What follows belongs to an exercise in optimizing a design on an open flow for small area; a production flow would make more cautious choices. RTL that was checked went through simulation tests only; none was proved equivalent to the original.

==> wip/ember <==
==> flow/design.v <==
module mdio_c_inv (input logic a, output logic y);
  assign y = ~a;
endmodule
module mdio_c_a222oi (input logic a1, a2, b1, b2, c1, c2, output logic y);
  assign y = ~((a1 & a2) | (b1 & b2) | (c1 & c2));
endmodule
module mdio_c_nand2 (input logic a, b, output logic y);
  assign y = ~(a & b);
endmodule
module mdio_c_nor2 (input logic a, b, output logic y);
  assign y = ~(a | b);
endmodule
module mdio_c_a21oi (input logic a1, a2, b1, output logic y);
  assign y = ~((a1 & a2) | b1);
endmodule
module mdio_c_a31oi (input logic a1, a2, a3, b1, output logic y);
  assign y = ~((a1 & a2 & a3) | b1);
endmodule
module mdio_c_nand3 (input logic a, b, c, output logic y);
  assign y = ~(a & b & c);
endmodule
module mdio_c_nand4 (input logic a, b, c, d, output logic y);
  assign y = ~(a & b & c & d);
endmodule
module mdio_c_or3 (input logic a, b, c, output logic y);
  assign y = a | b | c;
endmodule
module mdio_c_nand2b (input logic an, b, output logic y);
  assign y = ~(an & ~b);
endmodule
module mdio_c_xor2 (input logic a, b, output logic y);
  assign y = a ^ b;
endmodule
module mdio_c_or4 (input logic a, b, c, d, output logic y);
  assign y = a | b | c | d;
endmodule
module mdio_dec5 #(
  parameter bit USE_EN  = 1'b0,
  parameter bit USE_FRC = 1'b0
) (
  input  logic [4:0]  a,
  input  logic        en,
  input  logic        frc,
  output logic [31:0] y
);
  logic [4:0] an;
  logic [3:0] lo_n;
  logic [7:0] hi_n;
  for (genvar b = 0; b < 5; b++) begin : g_inv
    mdio_c_inv u_i (.a(a[b]), .y(an[b]));
  end
  for (genvar k = 0; k < 4; k++) begin : g_lo
    logic l0, l1;
    assign l0 = k[0] ? a[0] : an[0];
    assign l1 = k[1] ? a[1] : an[1];
    if (USE_EN && USE_FRC) begin : g_ef
      mdio_c_a31oi u_p (.a1(en), .a2(l0), .a3(l1), .b1(frc), .y(lo_n[k]));
    end else if (USE_EN) begin : g_e
      mdio_c_nand3 u_p (.a(en), .b(l0), .c(l1), .y(lo_n[k]));
    end else if (USE_FRC) begin : g_f
      mdio_c_a21oi u_p (.a1(l0), .a2(l1), .b1(frc), .y(lo_n[k]));
    end else begin : g_n
      mdio_c_nand2 u_p (.a(l0), .b(l1), .y(lo_n[k]));
    end
  end
  for (genvar k = 0; k < 8; k++) begin : g_hi
    logic l2, l3, l4;
    assign l2 = k[0] ? a[2] : an[2];
    assign l3 = k[1] ? a[3] : an[3];
    assign l4 = k[2] ? a[4] : an[4];
    if (USE_FRC) begin : g_f
      mdio_c_a31oi u_p (.a1(l2), .a2(l3), .a3(l4), .b1(frc), .y(hi_n[k]));
    end else begin : g_n
      mdio_c_nand3 u_p (.a(l2), .b(l3), .c(l4), .y(hi_n[k]));
    end
  end
  for (genvar r = 0; r < 32; r++) begin : g_out
    mdio_c_nor2 u_o (.a(lo_n[r % 4]), .b(hi_n[r / 4]), .y(y[r]));
  end
endmodule
module mdio_rdport #(
  parameter logic [15:0] ID1   = 16'h0141,
  parameter logic [15:0] ID2   = 16'h0CC2,
  parameter bit          USE_E = 1'b0
) (
  input  logic [31:0]  sel,
  input  logic [479:0] d,       
  input  logic         ph,      
  input  logic         ea,      
  input  logic [15:0]  eb,
  output logic [15:0]  y
);
  logic [3:0] t;
  assign t[0] = (sel[2] | sel[3]) & ph;
  assign t[1] = (sel[2] & !ph) | (sel[3] & ph);
  assign t[2] = (sel[2] & ph) | (sel[3] & !ph);
  assign t[3] = (sel[2] | sel[3]) & !ph;
  for (genvar j = 0; j < 16; j++) begin : g_bit
    logic [9:0] g;
    logic [2:0] p;
    logic       c;
    for (genvar k = 0; k < 10; k++) begin : g_grp
      localparam int I0 = 3 * k, I1 = 3 * k + 1, I2 = 3 * k + 2;
      localparam int R0 = I0 < 2 ? I0 : I0 + 2;
      localparam int R1 = I1 < 2 ? I1 : I1 + 2;
      localparam int R2 = I2 < 2 ? I2 : I2 + 2;
      mdio_c_a222oi u_g (.a1(sel[R0]), .a2(d[I0*16+j]), .b1(sel[R1]), .b2(d[I1*16+j]),
                         .c1(sel[R2]), .c2(d[I2*16+j]), .y(g[k]));
    end
    assign c = t[{ID2[j], ID1[j]}];
    mdio_c_nand4 u_p0 (.a(g[0]), .b(g[1]), .c(g[2]), .d(g[3]), .y(p[0]));
    mdio_c_nand3 u_p1 (.a(g[4]), .b(g[5]), .c(g[6]), .y(p[1]));
    if (USE_E) begin : g_e
      logic ge;
      mdio_c_a21oi u_c (.a1(ea), .a2(eb[j]), .b1(c), .y(ge));
      mdio_c_nand4 u_p2 (.a(g[7]), .b(g[8]), .c(g[9]), .d(ge), .y(p[2]));
      mdio_c_or3   u_o  (.a(p[0]), .b(p[1]), .c(p[2]), .y(y[j]));
    end else begin : g_ne
      logic yr;
      mdio_c_nand3 u_p2 (.a(g[7]), .b(g[8]), .c(g[9]), .y(p[2]));
      mdio_c_or4   u_o  (.a(p[0]), .b(p[1]), .c(p[2]), .d(c), .y(yr));
      mdio_c_xor2  u_x  (.a(yr), .b(ph), .y(y[j]));
    end
  end
endmodule
module mdio_responder #(
  parameter int          PREAMBLE_MIN = 32,
  parameter logic [15:0] PHY_ID1      = 16'h0141,
  parameter logic [15:0] PHY_ID2      = 16'h0CC2,
  parameter bit          BCAST_EN     = 1'b1
) (
  input  logic        clk_8_3mhz,
  input  logic        reset_n,
  input  logic [4:0]  phy_addr,
  input  logic        mdio_in,
  output logic        mdio_out,
  output logic        mdio_oe,
  input  logic        host_wr_en,
  input  logic [4:0]  host_wr_addr,
  input  logic [15:0] host_wr_data,
  input  logic [4:0]  host_rd_addr,
  output logic [15:0] host_rd_data,
  output logic        mgmt_wr_strobe,
  output logic [4:0]  mgmt_wr_addr,
  output logic [15:0] mgmt_wr_data,
  output logic        mgmt_rd_strobe,
  output logic        frame_err
);
  localparam int CW = $clog2(PREAMBLE_MIN + 1) > 5 ? $clog2(PREAMBLE_MIN + 1) : 5;
  logic          infr;     
  logic [CW-1:0] c;        
  logic          ign;      
  logic          op_hi;
  logic          rd;
  logic [4:0]    regad;
  logic [17:0]   sh;       
  logic [4:0]  p;
  logic        p_op1, p_op2, p_pa, p_ra, p_ta, p_ta2, p_data, p_last;
  logic        drive;
  logic [4:0]  pa_next, ra_next;
  logic [15:0] wd_next;
  logic        cap, commit;
  assign p       = c[4:0];
  assign p_op1   = infr && p == 5'd1;
  assign p_op2   = infr && p == 5'd2;
  assign p_pa    = infr && p == 5'd7;
  assign p_ra    = infr && p == 5'd12;
  assign p_ta    = infr && (p == 5'd13 || p == 5'd14);
  assign p_ta2   = infr && p == 5'd14;
  assign p_data  = infr && p >= 5'd15;
  assign p_last  = infr && p == 5'd30;
  assign pa_next = {sh[3:0], mdio_in};
  assign ra_next = {regad[3:0], mdio_in};
  assign wd_next = {sh[14:0], mdio_in};
  assign drive   = rd && !ign && (p_ta2 || p_data);
  assign cap     = p_ra && rd && !ign;
  assign commit  = p_last && !rd && !ign;
  assign mgmt_wr_addr = regad;
  assign mgmt_wr_data = sh[15:0];
  logic         ph;
  logic [31:0]  hsel, msel, keep, rsel_h, rsel_m;
  logic [15:0]  hdat_x, mdat_x;
  logic [15:0]  hcol [2], mcol [2];   
  logic [479:0] rdata;
  logic [15:0]  mgmt_rd_v;
  logic         hwe, mwe;
  always_ff @(posedge clk_8_3mhz) ph <= reset_n && !ph;
  assign mwe    = reset_n && commit;
  assign hwe    = host_wr_en && !(mwe && host_wr_addr == regad);
  assign hdat_x = host_wr_data ^ {16{ph}};
  assign mdat_x = wd_next ^ {16{ph}};
  for (genvar h = 0; h < 2; h++) begin : g_col
    for (genvar j = 0; j < 16; j++) begin : g_bit
      mdio_c_nand2b u_h (.an(reset_n), .b(hdat_x[j]), .y(hcol[h][j]));    
      mdio_c_xor2   u_m (.a(wd_next[j]), .b(ph), .y(mcol[h][j]));
    end
  end
  mdio_dec5 #(.USE_EN(1'b1), .USE_FRC(1'b1)) u_dec_hw (.a(host_wr_addr), .en(hwe), .frc(!reset_n), .y(hsel));
  mdio_dec5 #(.USE_EN(1'b1), .USE_FRC(1'b0)) u_dec_mw (.a(regad), .en(mwe), .frc(1'b0), .y(msel));
  mdio_dec5 #(.USE_EN(1'b0), .USE_FRC(1'b0)) u_dec_hr (.a(host_rd_addr), .en(1'b1), .frc(1'b0), .y(rsel_h));
  mdio_dec5 #(.USE_EN(1'b1), .USE_FRC(1'b0)) u_dec_mr (.a(ra_next), .en(cap), .frc(1'b0), .y(rsel_m));
  for (genvar r = 0; r < 32; r++) begin : g_keep
    mdio_c_nor2 u_k (.a(hsel[r]), .b(msel[r]), .y(keep[r]));
  end
  for (genvar i = 0; i < 30; i++) begin : g_row
    localparam int R = i < 2 ? i : i + 2;
    logic [15:0] q, dn;        
    for (genvar j = 0; j < 16; j++) begin : g_bit
      mdio_c_a222oi u_d (.a1(keep[R]), .a2(q[j]), .b1(hsel[R]), .b2(hcol[i / 15][j]),
                         .c1(msel[R]), .c2(mcol[i / 15][j]), .y(dn[j]));
    end
    always_ff @(posedge clk_8_3mhz) q <= dn;
    assign rdata[i*16 +: 16] = q;
  end
  mdio_rdport #(.ID1(PHY_ID1), .ID2(PHY_ID2), .USE_E(1'b0)) u_rd_host (
    .sel(rsel_h), .d(rdata), .ph(ph), .ea(1'b0), .eb(16'h0), .y(host_rd_data));
  mdio_rdport #(.ID1(PHY_ID1), .ID2(PHY_ID2), .USE_E(1'b1)) u_rd_mgmt (
    .sel(rsel_m), .d(rdata), .ph(ph), .ea(!cap), .eb(wd_next), .y(mgmt_rd_v));
  always_ff @(posedge clk_8_3mhz) begin
    sh <= {sh[16:15], mgmt_rd_v};
    if (infr && p <= 5'd12) regad <= ra_next;
    if (p_op1) op_hi <= mdio_in;
    if (p_op2) rd <= op_hi;
  end
  always_ff @(posedge clk_8_3mhz) begin
    if (!reset_n) begin
      infr           <= 1'b0;
      c              <= '0;
      ign            <= 1'b0;
      mgmt_wr_strobe <= 1'b0;
      mgmt_rd_strobe <= 1'b0;
      frame_err      <= 1'b0;
    end else begin
      mgmt_wr_strobe <= commit && regad != 5'd2 && regad != 5'd3;
      mgmt_rd_strobe <= cap;
      frame_err      <= infr && ((p == 5'd0 && !mdio_in) || (p == 5'd2 && op_hi == mdio_in));
      if (!infr) begin
        ign <= 1'b0;
        if (mdio_in) c <= (c == CW'(PREAMBLE_MIN)) ? c : c + 1'b1;
        else begin
          if (c >= CW'(PREAMBLE_MIN)) infr <= 1'b1;
          c <= '0;
        end
      end else begin
        if (p_last || (p == 5'd0 && !mdio_in)) begin
          infr <= 1'b0;
          c    <= '0;
        end else c <= c + 1'b1;
        if (p == 5'd2 && op_hi == mdio_in) ign <= 1'b1;
        if (p_pa && !(pa_next == phy_addr || (BCAST_EN && pa_next == 5'd0 && !rd))) ign <= 1'b1;
      end
    end
  end
  always_ff @(negedge clk_8_3mhz) begin
    if (!reset_n) begin
      mdio_oe  <= 1'b0;
      mdio_out <= 1'b1;
    end else begin
      mdio_oe  <= drive;
      mdio_out <= drive ? (p_data && (sh[17] ^ ph ^ p[0])) : 1'b1;
    end
  end
endmodule
==> flow/flow/run.sh <==
#!/bin/bash
# Standard ORFS layout, with two changes: the port buffers are the smallest
# buffer cell, and clock tree synthesis uses small clock buffers and adds no
# dummy loads. The full output of the run goes to flow.log here.
set -euo pipefail
bash standard.sh \
  "BUFFER_PORTS_ARGS=-buffer_cell sky130_fd_sc_hd__buf_1" \
  "CTS_ARGS=-sink_clustering_enable -repair_clock_nets -dont_use_dummy_load -sink_clustering_size 20 -sink_clustering_max_diameter 80 -buf_list {sky130_fd_sc_hd__clkbuf_4 sky130_fd_sc_hd__clkbuf_8}" \
  finish > flow.log 2>&1
==> flow/standard.sh <==
#!/bin/bash
# synth_recipe.tcl (not shown) runs the flow's synth.tcl, then flattens the netlist and writes it again
# the make line also repeats each setting of config.mk as NAME=value (left out here)
make -C /OpenROAD-flow-scripts/flow DESIGN_CONFIG=/design/flow/config.mk WORK_HOME=/design/flow/orfs CLKGATE_MAP_FILE= SYNTH_SCRIPT=/design/flow/synth_recipe.tcl "${@:-finish}"
==> flow/config.mk <==
export PLATFORM = sky130hd
export DESIGN_NAME = mdio_responder
export DESIGN_NICKNAME = mdio_responder
export VERILOG_FILES = /design/flow/design.v
export SDC_FILE = /design/flow/constraint.sdc
export NUM_CORES = 4
export LEC_CHECK = 0
export CAP_MARGIN = 10
export CELL_PAD_IN_SITES_DETAIL_PLACEMENT = 1
export CELL_PAD_IN_SITES_GLOBAL_PLACEMENT = 1
export CORE_MARGIN = 2
export CORE_UTILIZATION = 45
export GPL_TIMING_DRIVEN = 0
export MIN_ROUTING_LAYER = met2
export SLEW_MARGIN = 10
export SYNTH_HIERARCHICAL = 1
export SYNTH_MINIMUM_KEEP_SIZE = 0
==> flow/constraint.sdc <==
create_clock -name core_clock -period 10.0 [get_ports {clk_8_3mhz}]
set_input_delay 2.0000 -clock core_clock [delete_from_list [all_inputs] [get_ports {clk_8_3mhz}]]
set_output_delay 2.0000 -clock core_clock [all_outputs]
set_load 0.01 [all_outputs]
==> inputs of wip/amber, as changes to wip/ember <==
--- a/flow/design.v
+++ b/flow/design.v
@@ -1,2 +1,5 @@
+module mdio_c_buf (input logic a, output logic y);
+  assign y = a;
+endmodule
 module mdio_c_inv (input logic a, output logic y);
   assign y = ~a;
@@ -25,7 +28,4 @@
 module mdio_c_or3 (input logic a, b, c, output logic y);
   assign y = a | b | c;
-endmodule
-module mdio_c_nand2b (input logic an, b, output logic y);
-  assign y = ~(an & ~b);
 endmodule
 module mdio_c_xor2 (input logic a, b, output logic y);
@@ -113,7 +113,7 @@
     if (USE_E) begin : g_e
       logic ge;
-      mdio_c_a21oi u_c (.a1(ea), .a2(eb[j]), .b1(c), .y(ge));
+      mdio_c_nand2 u_c (.a(ea), .b(eb[j]), .y(ge));
       mdio_c_nand4 u_p2 (.a(g[7]), .b(g[8]), .c(g[9]), .d(ge), .y(p[2]));
-      mdio_c_or3   u_o  (.a(p[0]), .b(p[1]), .c(p[2]), .y(y[j]));
+      mdio_c_or4   u_o  (.a(p[0]), .b(p[1]), .c(p[2]), .d(c), .y(y[j]));
     end else begin : g_ne
       logic yr;
@@ -180,6 +180,5 @@
   logic         ph;
   logic [31:0]  hsel, msel, keep, rsel_h, rsel_m;
-  logic [15:0]  hdat_x, mdat_x;
-  logic [15:0]  hcol [2], mcol [2];   
+  logic [15:0]  hdat_x, mdat_x, hcol, mcol;    
   logic [479:0] rdata;
   logic [15:0]  mgmt_rd_v;
@@ -188,11 +187,9 @@
   assign mwe    = reset_n && commit;
   assign hwe    = host_wr_en && !(mwe && host_wr_addr == regad);
-  assign hdat_x = host_wr_data ^ {16{ph}};
+  assign hdat_x = reset_n ? host_wr_data ^ {16{ph}} : 16'hffff;
   assign mdat_x = wd_next ^ {16{ph}};
-  for (genvar h = 0; h < 2; h++) begin : g_col
-    for (genvar j = 0; j < 16; j++) begin : g_bit
-      mdio_c_nand2b u_h (.an(reset_n), .b(hdat_x[j]), .y(hcol[h][j]));    
-      mdio_c_xor2   u_m (.a(wd_next[j]), .b(ph), .y(mcol[h][j]));
-    end
+  for (genvar j = 0; j < 16; j++) begin : g_col
+    mdio_c_buf u_h (.a(hdat_x[j]), .y(hcol[j]));
+    mdio_c_buf u_m (.a(mdat_x[j]), .y(mcol[j]));
   end
   mdio_dec5 #(.USE_EN(1'b1), .USE_FRC(1'b1)) u_dec_hw (.a(host_wr_addr), .en(hwe), .frc(!reset_n), .y(hsel));
@@ -207,6 +204,6 @@
     logic [15:0] q, dn;        
     for (genvar j = 0; j < 16; j++) begin : g_bit
-      mdio_c_a222oi u_d (.a1(keep[R]), .a2(q[j]), .b1(hsel[R]), .b2(hcol[i / 15][j]),
-                         .c1(msel[R]), .c2(mcol[i / 15][j]), .y(dn[j]));
+      mdio_c_a222oi u_d (.a1(keep[R]), .a2(q[j]), .b1(hsel[R]), .b2(hcol[j]),
+                         .c1(msel[R]), .c2(mcol[j]), .y(dn[j]));
     end
     always_ff @(posedge clk_8_3mhz) q <= dn;
==> flow/flow/run.sh (replaced) <==
#!/bin/bash
# Standard ORFS layout, with two changes: the port buffers are the smallest
# buffer cell, and clock tree synthesis uses small clock buffers and adds no
# dummy loads. The full output of the run goes to flow.log here.
set -euo pipefail
bash standard.sh \
  "BUFFER_PORTS_ARGS=-buffer_cell sky130_fd_sc_hd__buf_1" \
  "CTS_ARGS=-sink_clustering_enable -repair_clock_nets -dont_use_dummy_load -sink_clustering_size 14 -sink_clustering_max_diameter 70 -buf_list {sky130_fd_sc_hd__clkbuf_8}" \
  finish > flow.log 2>&1
- CORE_UTILIZATION: 45 -> 48
- MIN_ROUTING_LAYER: met2 -> default
==> metrics.cfg <==
[status]
status = stopped before the end
haltStage = global routing (5_1_grt)
toolErrorMsg = [ERROR GRT-0116] Global routing finished with congestion. Check the congestion regions in the DRC Viewer.

[grt]
grt.total_usage_pct = 78.97
busiest_layer = met3
first_global_vias = 37304
globalRouteMet3Util_pct = 88.47

[clocking]
cts-buffers-inserted = 35

[placement]
postPlaceCellArea_um2 = 25170

-- figures above: wip/ember

==> metrics.cfg <==
[status]
status = finished clean

[grt]
busiest_layer = met2
globalRouteMet3Util_pct = 12.55
grt.total_usage_pct = 47.00

[floorplan]
die_h_um = 216.8

[pwr]
sw_frac_of_total_pct = 33.14
internal-power_mw = 3.159
combPwrFrac_pct = 19.1

[hold_path]
hp-class = reg2reg

[layout]
multi_input_gates = 1292
finalNonFillerCells = 2653
largestClassByArea = multi-input gates

[clocking]
cts-buffers-inserted = 44

[timing]
whs_ns = 0.3604

[drt]
ant_nets = 0
met2WireLength_mm = 48.75

[critical_path]
startpoint_type = flip-flop

-- figures above: wip/amber

Function not checked in wip/ember: the RTL went through the layout flow alone.
